What follows belongs to an exercise in optimizing a design on an open flow for a short achievable clock period and few clock cycles; a production flow would make more cautious choices.
Function was not checked in any run shown here: the RTL went through the layout flow alone.
Power is estimated from default activity; no workload was simulated.

**flow/design.v**
```verilog
`timescale 1ns/1ps
package rv_isa_pkg;
	typedef enum logic [6:0] {
		OPC_OP     = 7'b0110011,  
		OPC_OP_IMM = 7'b0010011,  
		OPC_LUI    = 7'b0110111,
		OPC_LOAD   = 7'b0000011,
		OPC_STORE  = 7'b0100011,
		OPC_BRANCH = 7'b1100011,
		OPC_JAL    = 7'b1101111
	} opcode_e;
	typedef enum logic [2:0] {
		F3_ADD_BEQ_SB = 3'b000,
		F3_BNE_SH     = 3'b001,
		F3_SLT_SW     = 3'b010,
		F3_XOR        = 3'b100,
		F3_OR         = 3'b110,
		F3_AND        = 3'b111
	} funct3_e;
	typedef struct packed {
		logic [6:0] funct7;
		logic [4:0] rs2;
		logic [4:0] rs1;
		funct3_e    funct3;
		logic [4:0] rd;
		opcode_e    opcode;
	} r_fmt_t;
	typedef struct packed {
		logic [11:0] imm;
		logic [4:0]  rs1;
		funct3_e     funct3;
		logic [4:0]  rd;
		opcode_e     opcode;
	} i_fmt_t;
	typedef struct packed {
		logic [6:0] imm_hi;
		logic [4:0] rs2;
		logic [4:0] rs1;
		funct3_e    funct3;
		logic [4:0] imm_lo;
		opcode_e    opcode;
	} s_fmt_t;
	typedef struct packed {
		logic       imm_12;
		logic [5:0] imm_10_5;
		logic [4:0] rs2;
		logic [4:0] rs1;
		funct3_e    funct3;
		logic [3:0] imm_4_1;
		logic       imm_11;
		opcode_e    opcode;
	} b_fmt_t;
	typedef struct packed {
		logic [19:0] imm;
		logic [4:0]  rd;
		opcode_e     opcode;
	} u_fmt_t;
	typedef struct packed {
		logic       imm_20;
		logic [9:0] imm_10_1;
		logic       imm_11;
		logic [7:0] imm_19_12;
		logic [4:0] rd;
		opcode_e    opcode;
	} j_fmt_t;
	typedef union packed {
		r_fmt_t r_fmt;
		i_fmt_t i_fmt;
		s_fmt_t s_fmt;
		b_fmt_t b_fmt;
		u_fmt_t u_fmt;
		j_fmt_t j_fmt;
	} instr_u;
endpackage
`timescale 1ns/1ps
package cpu_ctrl_pkg;
	typedef enum logic [3:0] {
		S_IDLE,
		S_FETCH_SETUP,
		S_FETCH_ACCESS,
		S_DECODE,
		S_EXECUTE,
		S_MEM_SETUP,
		S_MEM_ACCESS,
		S_WRITEBACK,
		S_HALT
	} cpu_state_e;
	typedef enum logic [2:0] {
		ALU_ADD,
		ALU_SUB,
		ALU_AND,
		ALU_OR,
		ALU_XOR,
		ALU_SLT  
	} alu_op_e;
	typedef enum logic [1:0] {
		WB_ALU,
		WB_MEM,
		WB_PC4,
		WB_IMM
	} wb_sel_e;
endpackage
`timescale 1ns/1ps
module ks_pg32 (
	input  logic [31:0] p,
	input  logic [31:0] g,
	input  logic        cin,
	output logic [31:0] s
);
	logic [31:0] gl [0:5];
	logic [31:0] pl [0:5];
	assign gl[0] = g;
	assign pl[0] = p;
	for (genvar l = 0; l < 5; l++) begin : lvl
		localparam int D = 1 << l;
		for (genvar i = 0; i < 32; i++) begin : bitl
			if (i < D) begin : pass
				c_inv u_g (.a(gl[l][i]), .y(gl[l + 1][i]));
				assign pl[l + 1][i] = 1'b0;  
			end else begin : comb
				if (l % 2 == 0) begin : t
					c_a21oi u_g (.a1(pl[l][i]), .a2(gl[l][i - D]), .b1(gl[l][i]), .y(gl[l + 1][i]));
					if (i >= 2 * D) begin : pp
						c_nand2 u_p (.a(pl[l][i]), .b(pl[l][i - D]), .y(pl[l + 1][i]));
					end else begin : np
						assign pl[l + 1][i] = 1'b0;  
					end
				end else begin : n
					c_o21ai u_g (.a1(pl[l][i]), .a2(gl[l][i - D]), .b1(gl[l][i]), .y(gl[l + 1][i]));
					if (i >= 2 * D) begin : pp
						c_nor2 u_p (.a(pl[l][i]), .b(pl[l][i - D]), .y(pl[l + 1][i]));
					end else begin : np
						assign pl[l + 1][i] = 1'b0;  
					end
				end
			end
		end
	end
	c_xor2 u_s0 (.a(p[0]), .b(cin), .y(s[0]));
	for (genvar i = 1; i < 32; i++) begin : sm
		c_xnor2 u_s (.a(p[i]), .b(gl[5][i - 1]), .y(s[i]));
	end
endmodule
module ks_add32 (
	input  logic [31:0] a,
	input  logic [31:0] b,
	output logic [31:0] s
);
	logic [31:0] p, g;
	for (genvar i = 0; i < 32; i++) begin : pg
		c_xor2 u_p (.a(a[i]), .b(b[i]), .y(p[i]));
		c_and2 u_g (.a(a[i]), .b(b[i]), .y(g[i]));
	end
	ks_pg32 u_ks (.p(p), .g(g), .cin(1'b0), .s(s));
endmodule
module inc4_32 (
	input  logic [31:0] a,
	output logic [31:0] s
);
	logic [29:0] al [0:5];
	assign al[0] = a[31:2];
	for (genvar l = 0; l < 5; l++) begin : lvl
		localparam int D = 1 << l;
		for (genvar i = 0; i < 30; i++) begin : bitl
			if (i < D) begin : pass
				c_inv u_a (.a(al[l][i]), .y(al[l + 1][i]));
			end else if (l % 2 == 0) begin : t
				c_nand2 u_a (.a(al[l][i]), .b(al[l][i - D]), .y(al[l + 1][i]));
			end else begin : n
				c_nor2 u_a (.a(al[l][i]), .b(al[l][i - D]), .y(al[l + 1][i]));
			end
		end
	end
	assign s[1:0] = a[1:0];
	c_inv u_s0 (.a(a[2]), .y(s[2]));
	for (genvar i = 1; i < 30; i++) begin : sm
		c_xnor2 u_s (.a(a[i + 2]), .b(al[5][i - 1]), .y(s[i + 2]));
	end
endmodule
module ks_pg32c (
	input  logic [31:0] p,
	input  logic [31:0] g,
	input  logic        cin,
	output logic [31:0] s,
	output logic [31:0] co
);
	logic [31:0] gl [0:5];
	logic [31:0] pl [0:5];
	assign gl[0] = g;
	assign pl[0] = p;
	for (genvar l = 0; l < 5; l++) begin : lvl
		for (genvar i = 0; i < 32; i++) begin : bitl
			if (i >= (1 << l)) begin : comb
				assign gl[l + 1][i] = gl[l][i] | (pl[l][i] & gl[l][i - (1 << l)]);
				assign pl[l + 1][i] = pl[l][i] & pl[l][i - (1 << l)];
			end else begin : pass
				assign gl[l + 1][i] = gl[l][i];
				assign pl[l + 1][i] = pl[l][i];
			end
		end
	end
	assign co = {gl[5][30:0] | (pl[5][30:0] & {31{cin}}), cin};
	assign s  = p ^ co;
endmodule
`timescale 1ns/1ps
module rf_read #(
	parameter bit FUSE_B = 1'b0   
) (
	input  logic [31:1][31:0] rf,
	input  logic [4:0]        idx,
	input  logic [31:1]       fwd_m,
	input  logic [4:0]        fwd_rd,
	input  logic              fwd_en,
	input  logic [31:0]       fwd_v,
	output logic [31:0]       v,
	input  logic              b_a,
	input  logic              b_b,
	input  logic              b_c,
	input  logic [31:0]       b_i,
	output logic [31:0]       bv
);
	logic [7:0] lo_n;
	logic [3:0] hi_n;
	logic       fsel;
	rf_pre u_pre (.idx(idx), .fwd_rd(fwd_rd), .fwd_en(fwd_en), .lo_n(lo_n), .hi_n(hi_n),
		.fsel(fsel));
	for (genvar d = 0; d < 4; d++) begin : dg
		logic [31:0] oh;
		assign oh[0] = 1'b0;
		for (genvar r = 1; r < 32; r++) begin : ln
			c_nor3 u_o (.a(hi_n[r >> 3]), .b(lo_n[r & 7]), .c(fwd_m[r]), .y(oh[r]));
		end
		for (genvar bb = 0; bb < 8; bb++) begin : bitr
			localparam int B = 8 * d + bb;
			logic [15:0] l1;
			logic [3:0]  l2;
			logic [1:0]  l3;
			c_a22oi u_p0 (.a1(rf[1][B]), .a2(oh[1]), .b1(fwd_v[B]), .b2(fsel), .y(l1[0]));
			for (genvar k = 1; k < 16; k++) begin : pr
				c_a22oi u_p (.a1(rf[2 * k][B]), .a2(oh[2 * k]), .b1(rf[2 * k + 1][B]),
					.b2(oh[2 * k + 1]), .y(l1[k]));
			end
			for (genvar k = 0; k < 4; k++) begin : q
				c_nand4 u_q (.a(l1[4 * k]), .b(l1[4 * k + 1]), .c(l1[4 * k + 2]),
					.d(l1[4 * k + 3]), .y(l2[k]));
			end
			c_nor2  u_h0 (.a(l2[0]), .b(l2[1]), .y(l3[0]));
			c_nor2  u_h1 (.a(l2[2]), .b(l2[3]), .y(l3[1]));
			c_nand2 u_o  (.a(l3[0]), .b(l3[1]), .y(v[B]));
			if (FUSE_B) begin : fb
				logic m_a, m_b, m_c;
				c_nand2 u_ma (.a(v[B]), .b(b_a), .y(m_a));
				c_nand3 u_mb (.a(l3[0]), .b(l3[1]), .c(b_b), .y(m_b));
				c_nand2 u_mc (.a(b_i[B]), .b(b_c), .y(m_c));
				c_nand3 u_bv (.a(m_a), .b(m_b), .c(m_c), .y(bv[B]));
			end else begin : nb
				assign bv[B] = 1'b0;
			end
		end
	end
endmodule
module rf_pre (
	input  logic [4:0] idx,
	input  logic [4:0] fwd_rd,
	input  logic       fwd_en,
	output logic [7:0] lo_n,
	output logic [3:0] hi_n,
	output logic       fsel
);
	logic [4:0] idx_n;
	for (genvar i = 0; i < 5; i++) begin : iv
		c_inv u_i (.a(idx[i]), .y(idx_n[i]));
	end
	for (genvar k = 0; k < 8; k++) begin : lo
		c_nand3 u_l (.a(k[0] ? idx[0] : idx_n[0]), .b(k[1] ? idx[1] : idx_n[1]),
			.c(k[2] ? idx[2] : idx_n[2]), .y(lo_n[k]));
	end
	for (genvar h = 0; h < 4; h++) begin : hi
		c_nand2 u_h (.a(h[0] ? idx[3] : idx_n[3]), .b(h[1] ? idx[4] : idx_n[4]), .y(hi_n[h]));
	end
	logic [4:0] eqb;
	logic [1:0] fn;
	for (genvar i = 0; i < 5; i++) begin : eq
		c_xnor2 u_e (.a(idx[i]), .b(fwd_rd[i]), .y(eqb[i]));
	end
	c_nand3 u_f0 (.a(eqb[0]), .b(eqb[1]), .c(eqb[2]), .y(fn[0]));
	c_nand3 u_f1 (.a(eqb[3]), .b(eqb[4]), .c(fwd_en), .y(fn[1]));
	c_nor2  u_f2 (.a(fn[0]), .b(fn[1]), .y(fsel));
endmodule
`timescale 1ns/1ps
module c_inv (input logic a, output logic y);
	assign y = ~a;
endmodule
module c_nand2 (input logic a, b, output logic y);
	assign y = ~(a & b);
endmodule
module c_nor2 (input logic a, b, output logic y);
	assign y = ~(a | b);
endmodule
module c_nand4 (input logic a, b, c, d, output logic y);
	assign y = ~(a & b & c & d);
endmodule
module c_xor2 (input logic a, b, output logic y);
	assign y = a ^ b;
endmodule
module c_xnor2 (input logic a, b, output logic y);
	assign y = ~(a ^ b);
endmodule
module c_a22oi (input logic a1, a2, b1, b2, output logic y);
	assign y = ~((a1 & a2) | (b1 & b2));
endmodule
module c_a21oi (input logic a1, a2, b1, output logic y);
	assign y = ~((a1 & a2) | b1);
endmodule
module c_o21ai (input logic a1, a2, b1, output logic y);
	assign y = ~((a1 | a2) & b1);
endmodule
module c_a21o (input logic a1, a2, b1, output logic y);
	assign y = (a1 & a2) | b1;
endmodule
module c_and2 (input logic a, b, output logic y);
	assign y = a & b;
endmodule
module c_a222oi (input logic a1, a2, b1, b2, c1, c2, output logic y);
	assign y = ~((a1 & a2) | (b1 & b2) | (c1 & c2));
endmodule
module c_nand3 (input logic a, b, c, output logic y);
	assign y = ~(a & b & c);
endmodule
module c_nor3 (input logic a, b, c, output logic y);
	assign y = ~(a | b | c);
endmodule
module c_mux2 (input logic a0, a1, s, output logic y);
	assign y = s ? a1 : a0;
endmodule
`timescale 1ns/1ps
`timescale 1ns/1ps
module cpu (
	input  logic                       APB_PCLK,
	input  logic                       APB_PRESETn,
	output logic [32-1:0] paddr,
	output logic [32-1:0] pwdata,
	input  logic [32-1:0] prdata,
	output logic                       psel,
	output logic                       penable,
	output logic                       pwrite,
	output logic [3:0]                 pstrb,
	input  logic                       pready,
	output logic                       halted,
	output logic [32-1:0] pc
);
	logic s_idle, s_fs, s_fa, s_bb, s_bm, s_ms, s_ma, s_halt;
	logic psel_q, penable_q, pwrite_q;
	logic [31:0] iw;
	logic [6:0]  opc;
	logic [2:0]  f3;
	logic        d_op, d_opi, d_lui, d_ld, d_st, d_br, d_jal, d_mem, d_halt;
	assign iw   = prdata;
	assign opc  = iw[6:0];
	assign f3   = iw[14:12];
	assign d_op   = opc[4] & ~opc[2] & opc[5];
	assign d_opi  = opc[4] & ~opc[2] & ~opc[5];
	assign d_lui  = opc[4] & opc[2];
	assign d_ld   = ~opc[4] & ~opc[6] & ~opc[5] & opc[0];
	assign d_st   = ~opc[4] & ~opc[6] & opc[5];
	assign d_br   = ~opc[4] & opc[6] & ~opc[2];
	assign d_jal  = ~opc[4] & opc[6] & opc[2];
	assign d_mem  = ~opc[4] & ~opc[6] & opc[0];
	assign d_halt = (iw == 32'h0000_0000);
	logic fa_done, ma_done;
	assign fa_done = s_fa & pready;
	assign ma_done = s_ma & pready;
	logic [31:1][31:0] rf;
	logic [31:1]       rd1h_q;
	logic [31:0]       res_q;
	logic              pend_q;
	logic [4:0]        rdb_q;
	logic [31:1]       fwd_m;
	logic              fwd_en;
	assign fwd_m  = rd1h_q & {31{pend_q}};
	assign fwd_en = pend_q & (rdb_q != 5'd0);
	always_ff @(posedge APB_PCLK) begin
		for (int r = 1; r < 32; r++) begin
			if (pend_q & rd1h_q[r]) rf[r] <= res_q;
		end
	end
	logic [31:0] rs1_val, rs2_val;
	logic [31:0] bb;
	logic        s_a, s_b, s_c;
	logic [31:0] bimm_x;
	rf_read u_rd1 (.rf(rf), .idx(iw[19:15]), .fwd_m(fwd_m), .fwd_rd(rdb_q), .fwd_en(fwd_en),
		.fwd_v(res_q), .v(rs1_val), .b_a(1'b0), .b_b(1'b0), .b_c(1'b0), .b_i(32'd0), .bv());
	rf_read #(.FUSE_B(1'b1)) u_rd2 (.rf(rf), .idx(iw[24:20]), .fwd_m(fwd_m), .fwd_rd(rdb_q), .fwd_en(fwd_en),
		.fwd_v(res_q), .v(rs2_val), .b_a(s_a), .b_b(s_b), .b_c(s_c), .b_i(bimm_x), .bv(bb));
	logic [31:0] imm_i, imm_s, imm_u, imm_b, imm_j;
	assign imm_i = {{20{iw[31]}}, iw[31:20]};
	assign imm_s = {{20{iw[31]}}, iw[31:25], iw[11:7]};
	assign imm_u = {iw[31:12], 12'b0};
	assign imm_b = {{19{iw[31]}}, iw[31], iw[7], iw[30:25], iw[11:8], 1'b0};
	assign imm_j = {{11{iw[31]}}, iw[31], iw[19:12], iw[20], iw[30:21], 1'b0};
	logic [31:0] pc_q;
	logic [31:0] pc_plus4;
	inc4_32 u_padd (.a(pc_q), .s(pc_plus4));
	logic [31:0] tgt_j;
	ks_add32 u_jadd (.a(pc_q), .b(imm_j), .s(tgt_j));
	logic        inv, use_rs2;
	logic [31:0] b_imm, b_pass;
	assign inv     = (d_op & f3 == 3'b000 & iw[30]) | ((d_op | d_opi) & f3 == 3'b010);
	assign use_rs2 = d_op | d_br;
	assign b_imm   = d_st ? imm_s : imm_i;
	assign bimm_x  = b_imm ^ {32{inv}};
	assign s_a     = use_rs2 & ~inv;
	assign s_b     = use_rs2 & inv;
	assign s_c     = ~use_rs2;
	assign b_pass = d_lui ? imm_u : pc_plus4;
	logic [31:0] a_q, bb_q, b_q, s_q, imm_q;
	logic        cin_q;
	logic        sel_sum_q, sel_slt_q, sel_xor_q, sel_or_q, sel_and_q, sel_b_q;
	logic        bne_q;
	logic [1:0]  sz_q;
	always_ff @(posedge APB_PCLK) begin
		a_q   <= rs1_val;
		bb_q  <= bb;
		b_q   <= b_pass;
		s_q   <= rs2_val;
		imm_q <= imm_b;
		cin_q <= inv;
		sel_sum_q <= (d_op | d_opi) & f3 == 3'b000;
		sel_slt_q <= (d_op | d_opi) & f3 == 3'b010;
		sel_xor_q <= (d_op | d_opi) & f3 == 3'b100;
		sel_or_q  <= (d_op | d_opi) & f3 == 3'b110;
		sel_and_q <= (d_op | d_opi) & f3 == 3'b111;
		sel_b_q   <= d_lui | d_jal;
		bne_q <= f3[0];
		sz_q  <= f3[1:0];
	end
	logic ld_q;
	logic [31:0] pc4_q;
	always_ff @(posedge APB_PCLK) begin
		if (fa_done) begin
			ld_q   <= d_ld;
			pc4_q  <= pc_plus4;
			rdb_q  <= iw[11:7];
			for (int r = 1; r < 32; r++) rd1h_q[r] <= (iw[11:7] == 5'(r));
		end
	end
	logic [31:0] sum, p_q, g_q;
	for (genvar i = 0; i < 32; i++) begin : pg
		c_xor2 u_p (.a(a_q[i]), .b(bb_q[i]), .y(p_q[i]));
		c_and2 u_g (.a(a_q[i]), .b(bb_q[i]), .y(g_q[i]));
	end
	logic [31:0] cy;
	logic        c31_n;
	ks_pg32c u_add (.p(p_q), .g(g_q), .cin(cin_q), .s(sum), .co(cy));
	c_inv u_c31 (.a(cy[31]), .y(c31_n));
	logic [31:0] maddr;
	ks_add32 u_madd (.a(a_q), .b(bb_q), .s(maddr));
	logic [31:0] tgt;
	logic [15:0] z1;
	logic [3:0]  z2;
	logic [1:0]  z3;
	logic        eq, neq;
	for (genvar j = 0; j < 16; j++) begin : zd1
		c_nor2 u_z (.a(p_q[2 * j]), .b(p_q[2 * j + 1]), .y(z1[j]));
	end
	for (genvar j = 0; j < 4; j++) begin : zd2
		c_nand4 u_z (.a(z1[4 * j]), .b(z1[4 * j + 1]), .c(z1[4 * j + 2]), .d(z1[4 * j + 3]),
			.y(z2[j]));
	end
	c_nor2  u_z30 (.a(z2[0]), .b(z2[1]), .y(z3[0]));
	c_nor2  u_z31 (.a(z2[2]), .b(z2[3]), .y(z3[1]));
	c_nand2 u_zne (.a(z3[0]), .b(z3[1]), .y(neq));
	c_inv   u_zeq (.a(neq), .y(eq));
	ks_add32 u_tadd (.a(pc_q), .b(imm_q), .s(tgt));
	logic [3:0]  strb_c;
	logic [31:0] wdat_c;
	always_comb begin
		case (sz_q)
			2'b00:   strb_c = 4'b0001 << maddr[1:0];
			2'b01:   strb_c = maddr[1] ? 4'b1100 : 4'b0011;
			default: strb_c = 4'b1111;
		endcase
		case (sz_q)
			2'b00:   wdat_c = {4{s_q[7:0]}};
			2'b01:   wdat_c = {2{s_q[15:0]}};
			default: wdat_c = s_q;
		endcase
	end
	logic [31:0] paddr_q;
	logic [3:0]  strb_q;
	logic [31:0] wdat_q;
	logic        direct;
	logic        jump;
	assign direct = fa_done & opc[4];    
	assign jump   = fa_done & d_jal;
	logic        a_dir, a_jmp, a_tgt, a_pc4, a_sum, a_hold_p, a_hold_a;
	logic [31:0] pc_nxt, paddr_nxt;
	assign a_dir    = APB_PRESETn & direct;
	assign a_jmp    = APB_PRESETn & jump;
	logic t_eq, t_ne, t_ma_n, a_tgt_n, a_pc4_u;
	assign t_eq   = APB_PRESETn & s_bb & ~bne_q;
	assign t_ne   = APB_PRESETn & s_bb & bne_q;
	assign t_ma_n = ~(APB_PRESETn & ma_done);
	c_a22oi u_at (.a1(t_eq), .a2(eq), .b1(t_ne), .b2(neq), .y(a_tgt_n));
	c_inv   u_ai (.a(a_tgt_n), .y(a_tgt));
	c_a22oi u_ap (.a1(t_eq), .a2(neq), .b1(t_ne), .b2(eq), .y(a_pc4_u));
	c_nand2 u_an (.a(a_pc4_u), .b(t_ma_n), .y(a_pc4));
	assign a_sum    = APB_PRESETn & s_bm;
	assign a_hold_p = APB_PRESETn & ~(direct | jump | s_bb | ma_done);
	assign a_hold_a = APB_PRESETn & ~(direct | jump | s_bb | s_bm | ma_done);
	for (genvar i = 0; i < 32; i++) begin : pcn
		logic n1, n2, n3, n4, m1, m3;
		c_a22oi u_n1 (.a1(tgt[i]), .a2(a_tgt), .b1(pc4_q[i]), .b2(a_pc4), .y(n1));
		c_a22oi u_n2 (.a1(pc_plus4[i]), .a2(a_dir), .b1(maddr[i]), .b2(a_sum), .y(n2));
		c_nand2 u_n3 (.a(paddr_q[i]), .b(a_hold_a), .y(n3));
		c_nand2 u_n4 (.a(tgt_j[i]), .b(a_jmp), .y(n4));
		c_nand4 u_a  (.a(n1), .b(n2), .c(n3), .d(n4), .y(paddr_nxt[i]));
		c_nand2 u_m1 (.a(pc_plus4[i]), .b(a_dir), .y(m1));
		c_nand2 u_m3 (.a(pc_q[i]), .b(a_hold_p), .y(m3));
		c_nand4 u_p  (.a(n1), .b(m1), .c(m3), .d(n4), .y(pc_nxt[i]));
	end
	always_ff @(posedge APB_PCLK) begin
		pc_q    <= pc_nxt;
		paddr_q <= paddr_nxt;
	end
	logic [35:0] sw_nxt;
	for (genvar i = 0; i < 36; i++) begin : swm
		c_mux2 u_m (.a0(i < 32 ? wdat_q[i % 32] : strb_q[i % 4]), .a1(i < 32 ? wdat_c[i % 32] : strb_c[i % 4]),
			.s(s_bm), .y(sw_nxt[i]));
	end
	always_ff @(posedge APB_PCLK) begin
		wdat_q <= sw_nxt[31:0];
		strb_q <= sw_nxt[35:32];
	end
	logic [31:0] raw_q;
	logic [31:0] res_e, res_o;
	logic        go_alu_q, go_ld_q;
	logic        k_sum, k1, k2n, res0_n;
	assign res_e = ({32{sel_xor_q}} & p_q) |
		({32{sel_or_q}} & (p_q | g_q)) |
		({32{sel_and_q}} & g_q) |
		({32{sel_b_q}} & b_q);
	assign res_o = ({32{go_alu_q}} & res_e) | ({32{go_ld_q}} & raw_q) |
		({32{~(go_alu_q | go_ld_q)}} & res_q);
	assign k_sum = go_alu_q & sel_sum_q;
	assign k1    = go_alu_q & sel_slt_q & p_q[31];
	assign k2n   = ~((go_alu_q & sel_slt_q & ~p_q[31] & g_q[31]) | res_o[0]);
	logic [31:0] res_nxt;
	c_a22oi u_r0a (.a1(sum[0]), .a2(k_sum), .b1(c31_n), .b2(k1), .y(res0_n));
	c_nand2 u_r0b (.a(res0_n), .b(k2n), .y(res_nxt[0]));
	for (genvar i = 1; i < 32; i++) begin : rs
		c_a21o u_r (.a1(sum[i]), .a2(k_sum), .b1(res_o[i]), .y(res_nxt[i]));
	end
	always_ff @(posedge APB_PCLK) begin
		raw_q <= prdata;
	end
	always_ff @(posedge APB_PCLK) begin
		res_q <= res_nxt;
	end
	logic n_fs, n_fa, n_bb, n_bm, n_ms, n_ma;
	assign n_fs = s_idle | direct | jump | s_bb | ma_done;
	assign n_fa = s_fs | (s_fa & ~pready);
	assign n_bb = fa_done & d_br;
	assign n_bm = fa_done & d_mem;
	assign n_ms = s_bm;
	assign n_ma = s_ms | (s_ma & ~pready);
	always_ff @(posedge APB_PCLK) begin
		if (!APB_PRESETn) begin
			s_idle    <= 1'b1;
			s_fs      <= 1'b0;
			s_fa      <= 1'b0;
			s_bb      <= 1'b0;
			s_bm      <= 1'b0;
			s_ms      <= 1'b0;
			s_ma      <= 1'b0;
			s_halt    <= 1'b0;
			psel_q    <= 1'b0;
			penable_q <= 1'b0;
			pwrite_q  <= 1'b0;
			go_alu_q  <= 1'b0;
			go_ld_q   <= 1'b0;
			pend_q    <= 1'b0;
		end else begin
			s_idle    <= 1'b0;
			s_fs      <= n_fs;
			s_fa      <= n_fa;
			s_bb      <= n_bb;
			s_bm      <= n_bm;
			s_ms      <= n_ms;
			s_ma      <= n_ma;
			s_halt    <= s_halt | (fa_done & d_halt);
			psel_q    <= n_fs | n_fa | n_ms | n_ma;
			penable_q <= n_fa | n_ma;
			pwrite_q  <= fa_done ? d_st : ma_done ? 1'b0 : pwrite_q;
			go_alu_q  <= direct | jump;
			go_ld_q   <= ma_done & ld_q;
			pend_q    <= go_alu_q | go_ld_q;
		end
	end
	assign psel    = psel_q;
	assign penable = penable_q;
	assign pwrite  = pwrite_q;
	assign halted  = s_halt;
	assign pc      = pc_q;
	assign pstrb   = strb_q;
	assign paddr   = paddr_q;
	assign pwdata  = wdat_q;
endmodule
```
**flow/run.sh**
```bash
#!/bin/bash
# synth_recipe.tcl (not shown) runs the flow's synth.tcl, then flattens the netlist and writes it again
# the make line also repeats each setting of config.mk as NAME=value (left out here)
make -C /OpenROAD-flow-scripts/flow DESIGN_CONFIG=/design/flow/config.mk WORK_HOME=/design/flow/orfs CLKGATE_MAP_FILE= SYNTH_SCRIPT=/design/flow/synth_recipe.tcl finish
```
**flow/config.mk**
```make
export PLATFORM = sky130hd
export DESIGN_NAME = cpu
export DESIGN_NICKNAME = cpu
export VERILOG_FILES = /design/flow/design.v
export SDC_FILE = /design/flow/constraint.sdc
export NUM_CORES = 4
export LEC_CHECK = 0
export CAP_MARGIN = 30
export CORE_MARGIN = 2
export CORE_UTILIZATION = 55
export SETUP_SLACK_MARGIN = 4.3
export SLEW_MARGIN = 30
export SYNTH_HIERARCHICAL = 1
export SYNTH_MINIMUM_KEEP_SIZE = 0
```
**flow/constraint.sdc**
```tcl
create_clock -name core_clock -period 7.0 [get_ports {APB_PCLK}]
set_input_delay 1.4000 -clock core_clock [delete_from_list [all_inputs] [get_ports {APB_PCLK}]]
set_output_delay 1.4000 -clock core_clock [all_outputs]
set_load 0.01 [all_outputs]
```
==> reports/results.ini, run 1 <==
[run_status]
status=no timing/DRC/antenna violations

[clock_network]
clock_tree.buffer_depth=3
cts-root-buf=clkbuf_16
clk_latency_ns=0.83
hold_buffers=0
cts_sinks=1374
cts_tree=built
clk_pin_slew_ns=0.06
cts_htree_levels=4
cts_buffers=146

[global_route]
grt_max_degree=71
antenna_found_initial=15
grt_pass1_wl_um=408300
grt_overflow_total=0
grt_usage=0.4424
grt_pass1_vias=53280

[layout]
fillCellCount=8820
multiInputGateArea_um2=35830
area_growth_syn_to_layout_pct=26.90
nets=6325
layout-drive-gt1-share=0.4772
final_cell_area_um2=89700
seq_area_um2=38430

[place]
dp_hpwl_um=191400
dp_slack_ns=1.860
dpl-instance-area_um2=75750
place.gp.congestion=1.025
io_buffers=138

[logic_synthesis]
yosys_warnings=18
syn_area_um2=70690
synth_area_per_cell_um2=12.93
netlist_instances=5468

[route]
drt-initial-drc-count=8689
drt_wl_total_um=298600
firstDrtPassIters=11
route.detailed.drc=0
drtAntennaViolNets=0
avgViaCountPerCell=7.122
wl_per_cell_um=36.95
vias=57570

[setup_path]
reg2reg_depth=9
r2r_setup_slack_ns=4.20
cp_data_arrival_time_ns=3.53
critPathLaunchType=primary input
crit_required_ns=7.68
cp_max_fo=8
endpoint_kind=register
crit_type=primary input to register

[die]
die_area_um2=131400
start_util=0.5543
io_pins=139
core_um2=127500
num_rows=131
die_w_um=362.5
fp.dieH_um=362.5

[pwr]
ir_worst_vdd_mv=0.2875
power_density_nw_per_um2=230.9
power_leakage_nw=29.07

[sta]
tightest_slew_ns=1.222
fin_crit_ns=2.853
period_share=0.4075
finalSetupViolations=0
hold_viol=0
fmax_ghz=0.3506
finClkSkew_ns=0.03325
relSlewSlack=0.1797
slew_violations=0
rsz0062_at_grt=yes
worst_slack_ns=4.147
setup-tns-final_ns=0

[hold_path]
hold_path_class=register to register
whs_path_depth=1

[flow_run]
maxCapViolCount=0

[cell usage in the layout, fill, tap and decap left out, types with 125 or more instances in the layout]
cell type,n
nor2_1,286
edfxtp_1,1061
and2_1,141
nand4_1,328
a22oi_2,1091
nor3_4,247
buf_4,360
dfxtp_1,171
inv_1,137
o21ai_1,138
a21oi_2,216
nand2_1,497
clkbuf_16,150
buf_12,146
xnor2_1,125
[worst max-delay path, stage by stage]
cell        delay [ns]
buf_12            0.10
clkinvlp_4        0.13
buf_6             0.14
nand3_4           0.21
buf_16            0.25
buf_4             0.18
nor3_4            0.05
buf_12            0.18
a22oi_2           0.18
nand4_1           0.16
nor2_4            0.20
nand2_1           0.12
nand2_1           0.09
nand3_1           0.11
[power breakdown]
part / leakage, nW / switching [mW] / internal [mW]
logic: 14.2 / 2.11 / 1.05
registers: 12.5 / 0.389 / 9.07
clock network: 2.40 / 3.47 / 4.62
total: 29.1 / 5.97 / 14.7
[what timing repair did]
| action | CTS | global route |
|---|---|---|
| cloned | 16 | 1 |
| gates resized for setup | 1212 | 265 |
| setup endpoints to repair | 345 | 206 |
| pin swaps | 151 | 144 |
| buffers inserted | 291 | 152 |
[cell type report]
cell class,instances,area share
Timing Repair Buffer,699,0.08685
Multi-Input combinational cell,3919,0.3994
Tap cell,1662,0.02318
Antenna cell,6,0.0001674
Inverter,149,0.006668
Clock inverter,82,0.01078
Sequential cell,1374,0.4284
Clock buffer,192,0.04450
[per-stage QoR]
stage / power [mW] / instances / hold WS, ns / util
floorplan: 10.92 / 5471 / 0.4393 / -
global placement: 12.11 / 7341 / 0.4572 / 0.5934
detailed placement: 12.12 / 7342 / 0.4517 / 0.5941
CTS: 20.36 / 7923 / 0.4644 / 0.6794
global route: 21.13 / 8079 / 0.4845 / 0.7033
finish: 20.71 / 8083 / 0.4648 / 0.7034
[path summary, 6_finish.rpt]
kind | startpoint | to
worst max-delay path | prdata[20] | bb_q[10]
worst min-delay path | s_bm | s_ms
worst max register to register | pend_q | bb_q[10]
worst min register to register | s_bm | s_ms
[state kept, by name (all words and copies together) (netlist names), 4 cells and up]
name	count
rf	992
a_q	32
b_q	32
bb_q	32
paddr_q	32
pc4_q	32
pc_q	32
res_q	32
s_q	32
wdat_q	32
raw_q	31
rd1h_q	31
rdb_q	5
strb_q	4
[layer usage]
metal	routed length, µm	vias to the layer above	GRT usage
met5	109	-	0.008879
met4	23840	14	0.2819
met3	41880	1115	0.1449
met2	124900	4487	0.6314
met1	107900	28570	0.5793
li1	-	23380	-
==> run 2: changes to the inputs <==
--- a/flow/config.mk
+++ b/flow/config.mk
@@ -7,7 +7,7 @@
 export LEC_CHECK = 0
 export CAP_MARGIN = 30
 export CORE_MARGIN = 2
-export CORE_UTILIZATION = 55
+export CORE_UTILIZATION = 60
 export SETUP_SLACK_MARGIN = 4.3
 export SLEW_MARGIN = 30
 export SYNTH_HIERARCHICAL = 1
==> reports/results.ini, run 2 <==
[route]
route.detailed.drc=0  ; unchanged
drtAntennaViolNets=0  ; unchanged
avgViaCountPerCell=7.337  ; was 7.122
vias=58180  ; was 57570
drt-initial-drc-count=8958  ; was 8689
drt_wl_total_um=289300  ; was 298600 µm
wl_per_cell_um=36.48  ; was 36.95 µm
firstDrtPassIters=10  ; was 11

[place]
place.gp.congestion=1.037  ; was 1.025
dp_hpwl_um=180400  ; was 191400 µm
dpl-instance-area_um2=75440  ; was 75750 µm²
io_buffers=138  ; unchanged
dp_slack_ns=1.714  ; was 1.860 ns

[layout]
nets=6316  ; was 6325
mostFrequentLayoutCell=a22oi_2  ; unchanged
area_growth_syn_to_layout_pct=26.05  ; was 26.90%
layout-drive-gt1-share=0.4669  ; was 0.4772
final_cell_area_um2=89100  ; was 89700 µm²
largest_reg_flops=992  ; unchanged
final_cell_mix=1091 x a22oi_2, 1061 x edfxtp_1, 503 x nand2_1  ; was 1091 x a22oi_2, 1061 x edfxtp_1, 497 x nand2_1
largest-register=rf  ; unchanged

[setup_path]
slowest_delay_ns=0.29  ; was 0.25 ns
endpoint_kind=register  ; unchanged
critPathLaunchType=primary input  ; unchanged
path_buf_inv=7  ; was 6
cp_data_arrival_time_ns=3.55  ; was 3.53 ns
cpMostUsedCell=buf_12
cp_cell_sequence=clkbuf_4 > buf_12 > clkinvlp_4 > buf_4 > buf_12 > nand2_8 > buf_12 > nor3_4 > buf_12 > a22oi_2 > nand4_1 > nor2_1 > nand2_1  ; was buf_12 > clkinvlp_4 > buf_6 > nand3_4 > buf_16 > buf_4 > nor3_4 > buf_12 > a22oi_2 > nand4_1 > nor2_4 > nand2_1 > nand2_1 > nand3_1
slowest_stage=nand4_1  ; was buf_16
cp_max_fo=8  ; unchanged
crit_family=buffers and inverters  ; unchanged
crit_type=primary input to register  ; unchanged
crit_required_ns=7.68  ; about the same

[die]
fp.dieH_um=347.2  ; was 362.5 µm
start_util=0.6066  ; was 0.5543
die_w_um=347.2  ; was 362.5 µm
io_pins=139  ; unchanged
num_rows=125  ; was 131
core_um2=116500  ; was 127500 µm²
die_area_um2=120600  ; was 131400 µm²

[global_route]
antenna_found_initial=8  ; was 15
grt_usage=0.4650  ; was 0.4424
grt_pass1_wl_um=399200  ; was 408300 µm
grt_overflow_total=0  ; unchanged
grt_pass1_vias=54680  ; was 53280
grt_max_degree=41  ; was 71

[pwr]
seqPwrFrac=0.463  ; was 0.457
clock_power_share=0.387  ; was 0.391
p_comb_frac=0.150  ; was 0.153
power_density_nw_per_um2=228.2  ; was 230.9 nW/µm²
p_sw_mw=5.739  ; was 5.971 mW
p_int_mw=14.59  ; was 14.74 mW
power_leakage_nw=28.94  ; was 29.07 nW
ir_worst_vdd_mv=0.2891  ; was 0.2875 mV
switching_share=0.2823  ; was 0.2884

[sta]
fmax_ghz=0.3483  ; was 0.3506 GHz
finClkSkew_ns=0.03580  ; was 0.03325 ns
slew_violations=0  ; unchanged
fin_crit_ns=2.871  ; was 2.853 ns
hold_viol=0  ; unchanged
setup-tns-final_ns=0  ; unchanged
worst_slack_ns=4.129  ; was 4.147 ns
tightest_slew_ns=0.9943  ; was 1.222 ns
rsz0062_at_grt=yes  ; unchanged
finalSetupViolations=0  ; unchanged
relSlewSlack=0.3372  ; was 0.1797
period_share=0.4101  ; was 0.4075

[clock_network]
clock_tree.buffer_depth=3  ; unchanged
hold_buffers=0  ; unchanged
cts_sinks=1374  ; unchanged
clk_pin_slew_ns=0.06  ; about the same
cts-root-buf=clkbuf_16  ; unchanged
cts_buffers=145  ; was 146
cts_tree=built  ; unchanged
clk_latency_ns=0.80  ; was 0.83 ns
cts_htree_levels=4  ; unchanged

[logic_synthesis]
syn_area_um2=70690  ; unchanged
yosys_warnings=18  ; unchanged
netlist_instances=5468  ; unchanged
synth_area_per_cell_um2=12.93  ; unchanged

[hold_path]
hold_path_class=register to register  ; unchanged

[flow_run]
maxCapViolCount=0  ; unchanged

[run_status]
status=no timing/DRC/antenna violations  ; unchanged

## run 2: per-layer routing
layer | share of wire | vias to the layer above | GRT usage
li1 | - | 23350 | -
met1 | 0.34 | 28630 | 0.5830
met2 | 0.43 | 4923 | 0.6863
met3 | 0.14 | 1272 | 0.1477
met4 | 0.085 | 12 | 0.3234
met5 | 0.00052 | - | 0
## run 2: through the flow
stage          instances  total power, mW  utilization  hold slack [ns]
2_1_floorplan       5471            10.92            -           0.4393
6_report            7930            20.33       0.7647           0.4710
5_1_grt             7926            20.74       0.7646           0.4890
3_3_place_gp        7187            11.97       0.6469           0.4585
4_1_cts             7796            19.97       0.7428           0.4723
3_5_place_dp        7189            11.99       0.6475           0.4610
## run 2: area by class of cell
class	count	area [µm²]
clock inverter	77	767.0
sequential	1374	38390
tap	1524	1907
timing repair buffer	690	7776
clock buffer	192	4086
fill	7123	27420
multi-input combinational	3920	35570
antenna	4	10.01
inverter	149	600.6
## run 2: power by group through the flow
stage,Clock (mW),Combinational (mW),Sequential [mW]
2_1_floorplan,0,1.45,9.46
3_3_place_gp,0,2.45,9.52
3_5_place_dp,0,2.47,9.52
4_1_cts,7.87,2.75,9.35
5_1_grt,8.22,3.11,9.41
6_report,7.88,3.04,9.41
## run 2: tightest hold or removal path, cell delays in order, from the launching register on
cell and delay (ns):
dfxtp_1 0.32, nand2_1 0.05, nand4_1 0.07
## run 2: final timing paths
kind	to	slack [ns]	cells after the start	start
worst min-delay path	paddr_q[31]	0.47	2	paddr_q[31]
worst min register to register	paddr_q[31]	0.47	2	paddr_q[31]
worst max-delay path	a_q[5]	4.13	13	prdata[19]
worst max register to register	bb_q[18]	4.22	11	pend_q
## run 2: timing repair
item                        CTS  global route
gates cloned                 21             0
setup buffers               317           129
setup endpoints to repair   315           170
pin swaps                   185           119
resized for setup          1107           242
==> run 3: changes to the inputs <==
==> flow/flow/run.sh (new file) <==
#!/bin/bash
# The standard ORFS layout, with one addition before pin placement (flow/pre_io.tcl): the
# pins of prdata's register-index fields are constrained to the die edge nearest the cells
# they drive. The synthesis step is the standard one, unchanged.
set -euo pipefail
bash standard.sh synth > synth.log 2>&1
bash standard.sh PRE_IO_PLACEMENT_TCL="$PWD/flow/pre_io.tcl" finish > layout.log 2>&1
==> flow/flow/pre_io.tcl (new file) <==
# Put each pin of prdata's register-index fields (bits 15..24) in a 30 um window of the die
# edge nearest to the centroid of the cells that its input buffer drives
set block [ord::get_db_block]
set die [$block getDieArea]
set W [expr {[$die xMax] / 1000.0}]
set H [expr {[$die yMax] / 1000.0}]
foreach i {15 16 17 18 19 20 21 22 23 24} {
  set bt [$block findBTerm "prdata\[$i\]"]
  if {$bt eq "NULL"} { continue }
  set sx 0.0
  set sy 0.0
  set n 0
  foreach it [[$bt getNet] getITerms] {
    foreach oit [[$it getInst] getITerms] {
      if {![$oit isOutputSignal] || [$oit getNet] eq "NULL"} { continue }
      foreach s [[$oit getNet] getITerms] {
        if {![$s isInputSignal]} { continue }
        set l [[$s getInst] getLocation]
        set sx [expr {$sx + [lindex $l 0] / 1000.0}]
        set sy [expr {$sy + [lindex $l 1] / 1000.0}]
        incr n
      }
    }
  }
  if {$n == 0} { continue }
  set cx [expr {$sx / $n}]
  set cy [expr {$sy / $n}]
  set d [list [list left $cx] [list right [expr {$W - $cx}]] [list bottom $cy] [list top [expr {$H - $cy}]]]
  set edge [lindex [lindex [lsort -real -index 1 $d] 0] 0]
  if {$edge eq "left" || $edge eq "right"} {
    set c $cy
    set len $H
  } else {
    set c $cx
    set len $W
  }
  set a [expr {max(10.0, $c - 15.0)}]
  set b [expr {min($len - 10.0, $c + 15.0)}]
  puts [format "prdata\[%d\]: %d sinks, centroid (%.1f, %.1f) -> %s:%.1f-%.1f" $i $n $cx $cy $edge $a $b]
  set_io_pin_constraint -pin_names "prdata\[$i\]" -region $edge:[format %.1f $a]-[format %.1f $b]
}
==> flow/standard.sh (new file) <==
#!/bin/bash
# synth_recipe.tcl (not shown) runs the flow's synth.tcl, then flattens the netlist and writes it again
# the make line also repeats each setting of config.mk as NAME=value (left out here)
make -C /OpenROAD-flow-scripts/flow DESIGN_CONFIG=/design/flow/config.mk WORK_HOME=/design/flow/orfs CLKGATE_MAP_FILE= SYNTH_SCRIPT=/design/flow/synth_recipe.tcl "${@:-finish}"
--- a/flow/config.mk
+++ b/flow/config.mk
@@ -7,7 +7,7 @@
 export LEC_CHECK = 0
 export CAP_MARGIN = 30
 export CORE_MARGIN = 2
-export CORE_UTILIZATION = 60
+export CORE_UTILIZATION = 55
 export SETUP_SLACK_MARGIN = 4.3
 export SLEW_MARGIN = 30
 export SYNTH_HIERARCHICAL = 1
removed: flow/run.sh
==> reports/results.ini, run 3 <==
[layout]
instances_no_fill=8213  ; was 7930
fillCellCount=8576  ; was 7123
layout-drive-gt1-share=0.4893  ; was 0.4669
largest-register=rf  ; unchanged
mostFrequentLayoutCell=a22oi_2  ; unchanged
largest_reg_flops=992  ; unchanged
area_growth_syn_to_layout_pct=29.26  ; was 26.05%
nets=6466  ; was 6316
final_cell_mix=1091 x a22oi_2, 1061 x edfxtp_1, 489 x nand2_1  ; was 1091 x a22oi_2, 1061 x edfxtp_1, 503 x nand2_1

[clock_network]
cts_buffers=146  ; was 145
cts_htree_levels=4  ; unchanged
clk_pin_slew_ns=0.07  ; was 0.06 ns
cts-root-buf=clkbuf_16  ; unchanged
clk_latency_ns=0.81  ; was 0.80 ns
cts_tree=built  ; unchanged
clock_tree.buffer_depth=3  ; unchanged
hold_buffers=0  ; unchanged
cts_sinks=1374  ; unchanged

[hold_path]
hold_path_class=register to register  ; unchanged

[sta]
setup-tns-final_ns=0  ; unchanged
finalSetupViolations=0  ; unchanged
rsz0062_at_grt=yes  ; unchanged
relSlewSlack=0.2392  ; was 0.3372
period_share=0.4076  ; was 0.4101
slew_violations=0  ; unchanged
finClkSkew_ns=0.04443  ; was 0.03580 ns
hold_slack_ns=0.4721  ; was 0.4710 ns
worst_slack_ns=4.147  ; was 4.129 ns
tightest_slew_ns=1.133  ; was 0.9943 ns
hold_viol=0  ; unchanged
fmax_ghz=0.3505  ; was 0.3483 GHz
fin_crit_ns=2.853  ; was 2.871 ns

[global_route]
grt_most_used_layer=met2  ; unchanged
grt_use_met2=0.6420  ; was 0.6863
use_met3=0.1357  ; was 0.1477
grt_max_degree=65  ; was 41
grt_util_met1=0.5982  ; was 0.5830
antenna_found_initial=13  ; was 8
grt_overflow_total=0  ; unchanged
grt_pass1_wl_um=416700  ; was 399200 µm
grt_usage=0.4498  ; was 0.4650
grt_pass1_vias=54590  ; was 54680

[die]
start_util=0.5543  ; was 0.6066
core_um2=127500  ; was 116500 µm²
io_pins=139  ; unchanged
die_w_um=362.5  ; was 347.2 µm
num_rows=131  ; was 125
fp.dieH_um=362.5  ; was 347.2 µm
die_area_um2=131400  ; was 120600 µm²

[route]
firstDrtPassIters=9  ; was 10
wl_per_cell_um=37.00  ; was 36.48 µm
drt-initial-drc-count=9094  ; was 8958
drt_wl_total_um=303900  ; was 289300 µm
vias=58180  ; about the same
avgViaCountPerCell=7.084  ; was 7.337
drtAntennaViolNets=0  ; unchanged
route.detailed.drc=0  ; unchanged

[place]
dp.cells=7340  ; was 7189
dp_slack_ns=2.112  ; was 1.714 ns
dp_hpwl_um=190500  ; was 180400 µm
place.gp.congestion=1.017  ; was 1.037
io_buffers=138  ; unchanged

[logic_synthesis]
netlist_instances=5468  ; unchanged
syn_area_um2=70690  ; unchanged
yosys_warnings=18  ; unchanged
synth_area_per_cell_um2=12.93  ; unchanged

[setup_path]
critPathLaunchType=primary input  ; unchanged
endpoint_kind=register  ; unchanged
crit_required_ns=7.69  ; was 7.68 ns
cp_data_arrival_time_ns=3.54  ; was 3.55 ns
crit_type=primary input to register  ; unchanged
cp_max_fo=14  ; was 8

[pwr]
power_leakage_nw=30.12  ; was 28.94 nW
fin_total_pwr_mw=20.54  ; was 20.33 mW
power_density_nw_per_um2=224.9  ; was 228.2 nW/µm²
ir_worst_vdd_mv=0.3049  ; was 0.2891 mV

[flow_run]
maxCapViolCount=0  ; unchanged

[run_status]
status=no timing/DRC/antenna violations  ; unchanged

## run 3: stage by stage
step / instance area, µm² / utilization
detailed placement: 75750 / 0.5940
global route: 91370 / 0.7165
floorplan: 71500 / -
CTS: 88730 / 0.6958
finish: 91370 / 0.7165
global placement: 75650 / 0.5932
## run 3: power by group
group	total (mW)	leakage (nW)	switching, mW	internal, mW
logic	3.23	15.3	2.13	1.10
registers	9.45	12.5	0.384	9.07
clock network	7.86	2.34	3.40	4.47
total	20.5	30.1	5.91	14.6
## run 3: repair_timing
item	CTS	global route
setup endpoints to repair	395	172
cloned	27	3
pin swaps	275	190
resized for setup	1205	262
setup buffers	435	139
## run 3: layer usage
layer | routed length [µm] | share of wire | vias to the layer above
li1 | - | - | 23660
met4 | 23500 | 0.077 | 10
met3 | 42260 | 0.14 | 946
met2 | 127600 | 0.42 | 4573
met1 | 110500 | 0.36 | 28990
met5 | 57 | 0.00019 | -
## run 3: area by class of cell
| type | instances | area, µm² | share of cell area |
|---|---|---|---|
| Clock buffer | 184 | 3950 | 0.04323 |
| Antenna cell | 3 | 7.507 | 0.00008216 |
| Inverter | 149 | 600.6 | 0.006573 |
| Timing Repair Buffer | 831 | 9306 | 0.1019 |
| Multi-Input combinational cell | 3928 | 36190 | 0.3960 |
| Sequential cell | 1374 | 38410 | 0.4204 |
| Clock inverter | 82 | 832.0 | 0.009106 |
| Tap cell | 1662 | 2079 | 0.02276 |
## run 3: path summary, 6_finish.rpt
kind,slack [ns],from,cells past startpoint,endpoint
worst min-delay path,0.47,s_ms,2,s_ma
worst min register to register,0.47,s_ms,2,s_ma
worst max-delay path,4.15,prdata[19],11,a_q[9]
worst max register to register,4.16,pend_q,11,bb_q[12]
## run 3: worst max-delay path, stage by stage
cell and delay, ns:
buf_2 0.19, buf_12 0.21, clkinvlp_4 0.14, buf_4 0.17
nand2_8 0.27, nor3_4 0.10, buf_6 0.15, a22oi_2 0.23
nand4_1 0.29, nor2_2 0.24, nand2_1 0.10
==> run 4: changes to the inputs <==
--- a/flow/design.v
+++ b/flow/design.v
@@ -182,34 +182,59 @@
 	input  logic [31:0] g,
 	input  logic        cin,
 	output logic [31:0] s,
-	output logic [31:0] co
+	output logic [31:0] co    
 );
 	logic [31:0] gl [0:5];
 	logic [31:0] pl [0:5];
 	assign gl[0] = g;
 	assign pl[0] = p;
 	for (genvar l = 0; l < 5; l++) begin : lvl
+		localparam int D = 1 << l;
 		for (genvar i = 0; i < 32; i++) begin : bitl
-			if (i >= (1 << l)) begin : comb
-				assign gl[l + 1][i] = gl[l][i] | (pl[l][i] & gl[l][i - (1 << l)]);
-				assign pl[l + 1][i] = pl[l][i] & pl[l][i - (1 << l)];
-			end else begin : pass
-				assign gl[l + 1][i] = gl[l][i];
-				assign pl[l + 1][i] = pl[l][i];
+			if (i < D) begin : pass
+				c_inv u_g (.a(gl[l][i]), .y(gl[l + 1][i]));
+				c_inv u_p (.a(pl[l][i]), .y(pl[l + 1][i]));
+			end else if (l % 2 == 0) begin : t
+				c_a21oi u_g (.a1(pl[l][i]), .a2(gl[l][i - D]), .b1(gl[l][i]), .y(gl[l + 1][i]));
+				c_nand2 u_p (.a(pl[l][i]), .b(pl[l][i - D]), .y(pl[l + 1][i]));
+			end else begin : n
+				c_o21ai u_g (.a1(pl[l][i]), .a2(gl[l][i - D]), .b1(gl[l][i]), .y(gl[l + 1][i]));
+				c_nor2  u_p (.a(pl[l][i]), .b(pl[l][i - D]), .y(pl[l + 1][i]));
 			end
 		end
 	end
-	assign co = {gl[5][30:0] | (pl[5][30:0] & {31{cin}}), cin};
-	assign s  = p ^ co;
+	logic        cin_n;
+	logic [31:0] c;
+	c_inv u_ci (.a(cin), .y(cin_n));
+	assign c[0] = cin;
+	for (genvar i = 1; i < 32; i++) begin : cy
+		c_o21ai u_c (.a1(pl[5][i - 1]), .a2(cin_n), .b1(gl[5][i - 1]), .y(c[i]));
+	end
+	for (genvar i = 0; i < 32; i++) begin : sm
+		c_xor2 u_s (.a(p[i]), .b(c[i]), .y(s[i]));
+	end
+	assign co = c;
 endmodule
 `timescale 1ns/1ps
+module rf_mask (
+	input  logic [31:1][31:0] rf,
+	input  logic [31:1]       fwd_m,
+	output logic [31:1][31:0] rm
+);
+	for (genvar r = 1; r < 32; r++) begin : e
+		logic mn;
+		c_inv u_i (.a(fwd_m[r]), .y(mn));
+		for (genvar b = 0; b < 32; b++) begin : bt
+			c_and2 u_m (.a(rf[r][b]), .b(mn), .y(rm[r][b]));
+		end
+	end
+endmodule
 module rf_read #(
 	parameter bit FUSE_B = 1'b0   
 ) (
-	input  logic [31:1][31:0] rf,
+	input  logic [31:1][31:0] rm,      
 	input  logic [4:0]        idx,
-	input  logic [31:1]       fwd_m,
-	input  logic [4:0]        fwd_rd,
+	input  logic [4:0]        fwd_rd,  
 	input  logic              fwd_en,
 	input  logic [31:0]       fwd_v,
 	output logic [31:0]       v,
@@ -219,43 +244,38 @@
 	input  logic [31:0]       b_i,
 	output logic [31:0]       bv
 );
-	logic [7:0] lo_n;
-	logic [3:0] hi_n;
+	logic [7:0] lo;
+	logic [3:0] hi;
 	logic       fsel;
-	rf_pre u_pre (.idx(idx), .fwd_rd(fwd_rd), .fwd_en(fwd_en), .lo_n(lo_n), .hi_n(hi_n),
-		.fsel(fsel));
-	for (genvar d = 0; d < 4; d++) begin : dg
-		logic [31:0] oh;
-		assign oh[0] = 1'b0;
-		for (genvar r = 1; r < 32; r++) begin : ln
-			c_nor3 u_o (.a(hi_n[r >> 3]), .b(lo_n[r & 7]), .c(fwd_m[r]), .y(oh[r]));
-		end
-		for (genvar bb = 0; bb < 8; bb++) begin : bitr
-			localparam int B = 8 * d + bb;
-			logic [15:0] l1;
-			logic [3:0]  l2;
-			logic [1:0]  l3;
-			c_a22oi u_p0 (.a1(rf[1][B]), .a2(oh[1]), .b1(fwd_v[B]), .b2(fsel), .y(l1[0]));
-			for (genvar k = 1; k < 16; k++) begin : pr
-				c_a22oi u_p (.a1(rf[2 * k][B]), .a2(oh[2 * k]), .b1(rf[2 * k + 1][B]),
-					.b2(oh[2 * k + 1]), .y(l1[k]));
-			end
-			for (genvar k = 0; k < 4; k++) begin : q
-				c_nand4 u_q (.a(l1[4 * k]), .b(l1[4 * k + 1]), .c(l1[4 * k + 2]),
-					.d(l1[4 * k + 3]), .y(l2[k]));
-			end
-			c_nor2  u_h0 (.a(l2[0]), .b(l2[1]), .y(l3[0]));
-			c_nor2  u_h1 (.a(l2[2]), .b(l2[3]), .y(l3[1]));
-			c_nand2 u_o  (.a(l3[0]), .b(l3[1]), .y(v[B]));
-			if (FUSE_B) begin : fb
-				logic m_a, m_b, m_c;
-				c_nand2 u_ma (.a(v[B]), .b(b_a), .y(m_a));
-				c_nand3 u_mb (.a(l3[0]), .b(l3[1]), .c(b_b), .y(m_b));
-				c_nand2 u_mc (.a(b_i[B]), .b(b_c), .y(m_c));
-				c_nand3 u_bv (.a(m_a), .b(m_b), .c(m_c), .y(bv[B]));
-			end else begin : nb
-				assign bv[B] = 1'b0;
+	rf_pre u_pre (.idx(idx), .fwd_rd(fwd_rd), .fwd_en(fwd_en), .lo(lo), .hi(hi), .fsel(fsel));
+	for (genvar b = 0; b < 32; b++) begin : bitr
+		logic [3:0] grp;
+		for (genvar h = 0; h < 4; h++) begin : g
+			logic [3:0] l1;
+			for (genvar k = 0; k < 4; k++) begin : pr
+				localparam int R = 8 * h + 2 * k;
+				if (R == 0) begin : z
+					c_nand2 u_p (.a(rm[1][b]), .b(lo[1]), .y(l1[k]));
+				end else begin : n
+					c_a22oi u_p (.a1(rm[R][b]), .a2(lo[2 * k]), .b1(rm[R + 1][b]), .b2(lo[2 * k + 1]),
+						.y(l1[k]));
+				end
 			end
+			c_nand4 u_q (.a(l1[0]), .b(l1[1]), .c(l1[2]), .d(l1[3]), .y(grp[h]));
+		end
+		logic x1, x2, x3;
+		c_a22oi u_h0 (.a1(grp[0]), .a2(hi[0]), .b1(grp[1]), .b2(hi[1]), .y(x1));
+		c_a22oi u_h1 (.a1(grp[2]), .a2(hi[2]), .b1(grp[3]), .b2(hi[3]), .y(x2));
+		c_nand2 u_f  (.a(fwd_v[b]), .b(fsel), .y(x3));
+		c_nand3 u_o  (.a(x1), .b(x2), .c(x3), .y(v[b]));
+		if (FUSE_B) begin : fb
+			logic m_a, m_b, m_c;
+			c_nand2 u_ma (.a(v[b]), .b(b_a), .y(m_a));
+			c_nand4 u_mb (.a(x1), .b(x2), .c(x3), .d(b_b), .y(m_b));
+			c_nand2 u_mc (.a(b_i[b]), .b(b_c), .y(m_c));
+			c_nand3 u_bv (.a(m_a), .b(m_b), .c(m_c), .y(bv[b]));
+		end else begin : nb
+			assign bv[b] = 1'b0;
 		end
 	end
 endmodule
@@ -263,20 +283,20 @@
 	input  logic [4:0] idx,
 	input  logic [4:0] fwd_rd,
 	input  logic       fwd_en,
-	output logic [7:0] lo_n,
-	output logic [3:0] hi_n,
+	output logic [7:0] lo,
+	output logic [3:0] hi,
 	output logic       fsel
 );
 	logic [4:0] idx_n;
 	for (genvar i = 0; i < 5; i++) begin : iv
 		c_inv u_i (.a(idx[i]), .y(idx_n[i]));
 	end
-	for (genvar k = 0; k < 8; k++) begin : lo
-		c_nand3 u_l (.a(k[0] ? idx[0] : idx_n[0]), .b(k[1] ? idx[1] : idx_n[1]),
-			.c(k[2] ? idx[2] : idx_n[2]), .y(lo_n[k]));
+	for (genvar k = 0; k < 8; k++) begin : l
+		c_nor3 u_l (.a(k[0] ? idx_n[0] : idx[0]), .b(k[1] ? idx_n[1] : idx[1]),
+			.c(k[2] ? idx_n[2] : idx[2]), .y(lo[k]));
 	end
-	for (genvar h = 0; h < 4; h++) begin : hi
-		c_nand2 u_h (.a(h[0] ? idx[3] : idx_n[3]), .b(h[1] ? idx[4] : idx_n[4]), .y(hi_n[h]));
+	for (genvar h = 0; h < 4; h++) begin : hh
+		c_nor2 u_h (.a(h[0] ? idx_n[3] : idx[3]), .b(h[1] ? idx_n[4] : idx[4]), .y(hi[h]));
 	end
 	logic [4:0] eqb;
 	logic [1:0] fn;
@@ -388,9 +408,11 @@
 	logic [31:0] bb;
 	logic        s_a, s_b, s_c;
 	logic [31:0] bimm_x;
-	rf_read u_rd1 (.rf(rf), .idx(iw[19:15]), .fwd_m(fwd_m), .fwd_rd(rdb_q), .fwd_en(fwd_en),
+	logic [31:1][31:0] rm;
+	rf_mask u_msk (.rf(rf), .fwd_m(fwd_m), .rm(rm));
+	rf_read u_rd1 (.rm(rm), .idx(iw[19:15]), .fwd_rd(rdb_q), .fwd_en(fwd_en),
 		.fwd_v(res_q), .v(rs1_val), .b_a(1'b0), .b_b(1'b0), .b_c(1'b0), .b_i(32'd0), .bv());
-	rf_read #(.FUSE_B(1'b1)) u_rd2 (.rf(rf), .idx(iw[24:20]), .fwd_m(fwd_m), .fwd_rd(rdb_q), .fwd_en(fwd_en),
+	rf_read #(.FUSE_B(1'b1)) u_rd2 (.rm(rm), .idx(iw[24:20]), .fwd_rd(rdb_q), .fwd_en(fwd_en),
 		.fwd_v(res_q), .v(rs2_val), .b_a(s_a), .b_b(s_b), .b_c(s_c), .b_i(bimm_x), .bv(bb));
 	logic [31:0] imm_i, imm_s, imm_u, imm_b, imm_j;
 	assign imm_i = {{20{iw[31]}}, iw[31:20]};
==> flow/run.sh (new file) <==
#!/bin/bash
# synth_recipe.tcl (not shown) runs the flow's synth.tcl, then flattens the netlist and writes it again
# the make line also repeats each setting of config.mk as NAME=value (left out here)
make -C /OpenROAD-flow-scripts/flow DESIGN_CONFIG=/design/flow/config.mk WORK_HOME=/design/flow/orfs CLKGATE_MAP_FILE= SYNTH_SCRIPT=/design/flow/synth_recipe.tcl finish
removed: flow/flow/run.sh
removed: flow/flow/pre_io.tcl
removed: flow/standard.sh
==> reports/results.ini, run 4 <==
[run_status]
status=no timing/DRC/antenna violations  ; unchanged

[route]
drtAntennaViolNets=0  ; unchanged
vias=67840  ; was 58180
avgViaCountPerCell=7.304  ; was 7.084
drt-initial-drc-count=11610  ; was 9094
drt_wl_total_um=372400  ; was 303900 µm
firstDrtPassIters=10  ; was 9
route.detailed.drc=0  ; unchanged
wl_per_cell_um=40.09  ; was 37.00 µm

[die]
io_pins=139  ; unchanged
die_w_um=376.6  ; was 362.5 µm
fp.dieH_um=376.6  ; was 362.5 µm
start_util=0.5546  ; was 0.5543
num_rows=136  ; was 131
die_area_um2=141800  ; was 131400 µm²
core_um2=137700  ; was 127500 µm²

[hold_path]
hold_path_class=register to register  ; unchanged
whs_path_depth=2  ; unchanged

[logic_synthesis]
synth_area_per_cell_um2=11.72  ; was 12.93 µm²
syn_area_um2=76340  ; was 70690 µm²
netlist_instances=6511  ; was 5468
yosys_warnings=20  ; was 18

[layout]
area_growth_syn_to_layout_pct=25.98  ; was 29.26%
mostFrequentLayoutCell=a22oi_2  ; unchanged
largest_reg_flops=992  ; unchanged
instances_no_fill=9289  ; was 8213
layout-drive-gt1-share=0.3986  ; was 0.4893
nets=7391  ; was 6466
largest-register=rf  ; unchanged
final_cell_mix=1155 x a22oi_2, 1130 x and2_1, 1061 x edfxtp_1  ; was 1091 x a22oi_2, 1061 x edfxtp_1, 489 x nand2_1

[setup_path]
r2r_setup_slack_ns=3.83  ; was 4.16 ns
crit_type=primary input to register  ; unchanged
cp_data_arrival_time_ns=3.87  ; was 3.54 ns
reg2reg_to=a_q[27]  ; was bb_q[12]
r2r-start=pend_q  ; unchanged
slowest_stage=a22oi_2  ; was nand4_1
slowest_delay_ns=0.59  ; was 0.29 ns
cp_cell_sequence=buf_12 > buf_8 > clkinvlp_4 > buf_4 > buf_6 > nor3_4 > buf_12 > buf_6 > buf_4 > a22oi_2 > nand4_1 > a22oi_2 > nand3_1  ; was buf_2 > buf_12 > clkinvlp_4 > buf_4 > nand2_8 > nor3_4 > buf_6 > a22oi_2 > nand4_1 > nor2_2 > nand2_1
crit_start=prdata[16]  ; was prdata[19]
endpoint_kind=register  ; unchanged
critPathLaunchType=primary input  ; unchanged
reg2reg_depth=7  ; was 11
crit_required_ns=7.68  ; was 7.69 ns
critPathCapture=a_q[28]  ; was a_q[9]
cp_max_fo=4  ; was 14

[clock_network]
cts-root-buf=clkbuf_16  ; unchanged
cts_buffers=149  ; was 146
clock_tree.buffer_depth=3  ; unchanged
clk_latency_ns=0.84  ; was 0.81 ns
cts_tree=built  ; unchanged
clk_pin_slew_ns=0.06  ; was 0.07 ns
cts_htree_levels=4  ; unchanged
hold_buffers=0  ; unchanged
cts_sinks=1374  ; unchanged

[global_route]
antenna_found_initial=29  ; was 13
grt_pass1_vias=63620  ; was 54590
grt_max_degree=58  ; was 65
grt_usage=0.5009  ; was 0.4498
grt_overflow_total=0  ; unchanged
grt_pass1_wl_um=494800  ; was 416700 µm

[pwr]
ir_worst_vdd_mv=0.2742  ; was 0.3049 mV
clock_power_share=0.385  ; was 0.383
power_density_nw_per_um2=223.4  ; was 224.9 nW/µm²
p_int_mw=14.98  ; was 14.63 mW
switching_share=0.3027  ; was 0.2878
seqPwrFrac=0.439  ; was 0.460
power_leakage_nw=31.87  ; was 30.12 nW
p_comb_frac=0.176  ; was 0.157
p_sw_mw=6.503  ; was 5.912 mW

[place]
dp.cells=8588  ; was 7340
place.gp.congestion=1.046  ; was 1.017
io_buffers=138  ; unchanged
dp_hpwl_um=209600  ; was 190500 µm

[sta]
period_share=0.4547  ; was 0.4076
slew_violations=0  ; unchanged
finClkSkew_ns=0.06752  ; was 0.04443 ns
finalSetupViolations=0  ; unchanged
hold_viol=0  ; unchanged
fin_crit_ns=3.183  ; was 2.853 ns
rsz0062_at_grt=yes  ; unchanged
fmax_ghz=0.3142  ; was 0.3505 GHz
tightest_slew_ns=1.123  ; was 1.133 ns
relSlewSlack=0.2435  ; was 0.2392
setup-tns-final_ns=0  ; unchanged

[flow_run]
maxCapViolCount=0  ; unchanged

[run 4: cell type report]
type | count | area (µm²)
fillers | 9855 | 41490
multi-input cells | 4861 | 39580
flip-flops and latches | 1374 | 38490
repair buffers | 732 | 9728
clock buffers | 214 | 4237
well taps | 1794 | 2245
inverters | 238 | 1026
clock inverters | 63 | 840.8
diodes | 13 | 32.53
[run 4: critical path: cells and delay by family]
| kind | cells | cell delay, ns |
|---|---|---|
| compound gates | 2 | 0.70 |
| buf+inv | 8 | 1.04 |
| simple gates | 3 | 0.70 |
[run 4: worst min-delay path by stage]
| stage | startpoint | endpoint | slack, ns |
|---|---|---|---|
| after detailed placement | paddr_q[25] | paddr_q[25] | 0.45 |
| after CTS | paddr_q[25] | paddr_q[25] | 0.46 |
| final | paddr_q[23] | paddr_q[23] | 0.45 |
| after floorplan | ld_q | go_ld_q | 0.44 |
| after global routing | paddr_q[27] | paddr_q[27] | 0.47 |
| after global placement | paddr_q[23] | paddr_q[23] | 0.44 |
[run 4: stage by stage]
| step | setup WS, ns | hold slack (ns) | utilization | area [µm²] | power [mW] |
|---|---|---|---|---|---|
| after floorplan | 0.4481 | 0.4393 | - | 76530 | 11.15 |
| after global placement | 1.712 | 0.4401 | 0.5940 | 81760 | 12.47 |
| after detailed placement | 1.651 | 0.4472 | 0.5945 | 81850 | 12.46 |
| after CTS | 4.123 | 0.4588 | 0.6786 | 93420 | 20.95 |
| after global routing | 3.929 | 0.4746 | 0.6984 | 96140 | 21.74 |
| final | 3.817 | 0.4514 | 0.6986 | 96170 | 21.48 |
[run 4: per-layer routing]
| metal | global-route usage | share of wire | up-vias |
|---|---|---|---|
| met5 | 0.004117 | 0.00053 | - |
| met4 | 0.4042 | 0.10 | 20 |
| met3 | 0.1991 | 0.15 | 1849 |
| met2 | 0.7095 | 0.41 | 6279 |
| met1 | 0.6022 | 0.34 | 33190 |
| li1 | - | - | 26510 |
[run 4: what timing repair did]
| item | 4_1_cts | 5_1_grt |
|---|---|---|
| pin swaps | 198 | 174 |
| gates resized for setup | 1197 | 321 |
| endpoints found under the setup margin | 296 | 236 |
| buffers inserted | 227 | 80 |
| cloned | 74 | 30 |
| endpoints found under the hold margin | 0 | 0 |
[run 4: power groups by stage]
stage / registers (mW) / logic, mW / clock network, mW
4_1_cts: 9.36 / 3.38 / 8.21
3_5_place_dp: 9.50 / 2.96 / 0
2_1_floorplan: 9.41 / 1.74 / 0
3_3_place_gp: 9.50 / 2.96 / 0
5_1_grt: 9.41 / 3.80 / 8.52
6_report: 9.43 / 3.79 / 8.26

[re-timing with driven ports]
How much do the figures lean on ideal ports? The routed layouts below were timed once more, with nothing changed but the port constraints.
Step 1: set_driving_cell puts a clkbuf_16 on APB_PCLK and a buf_2 on each other input, an assumption about the parent block.
Step 2 times the ports against the registers' clock, not the clock port: input delays grow and output delays shrink by t, the midpoint of the rising clock arrivals with the driver on.
Three values: no drivers, after step 1, after step 2; two values: the first two.
run | t, ns | setup WS [ns] | worst slew at a driven data input, ns | cell pins on the clock port's net
run 1 | 0.900 | 4.147 / 4.126 / 3.226 | 0.10 | 1
run 2 | 0.867 | 4.129 / 4.113 / 3.246 | 0.14 | 1
run 3 | 0.872 | 4.147 / 4.096 / 3.224 | 0.18 | 1
run 4 | 0.897 | 3.817 / 3.825 / 2.929 | 0.11 | 1
After both steps every run listed still meets setup and hold. For run 3, which loses most, drivers alone change the setup slack by -0.051 ns; drivers and shift together by -0.923 ns.
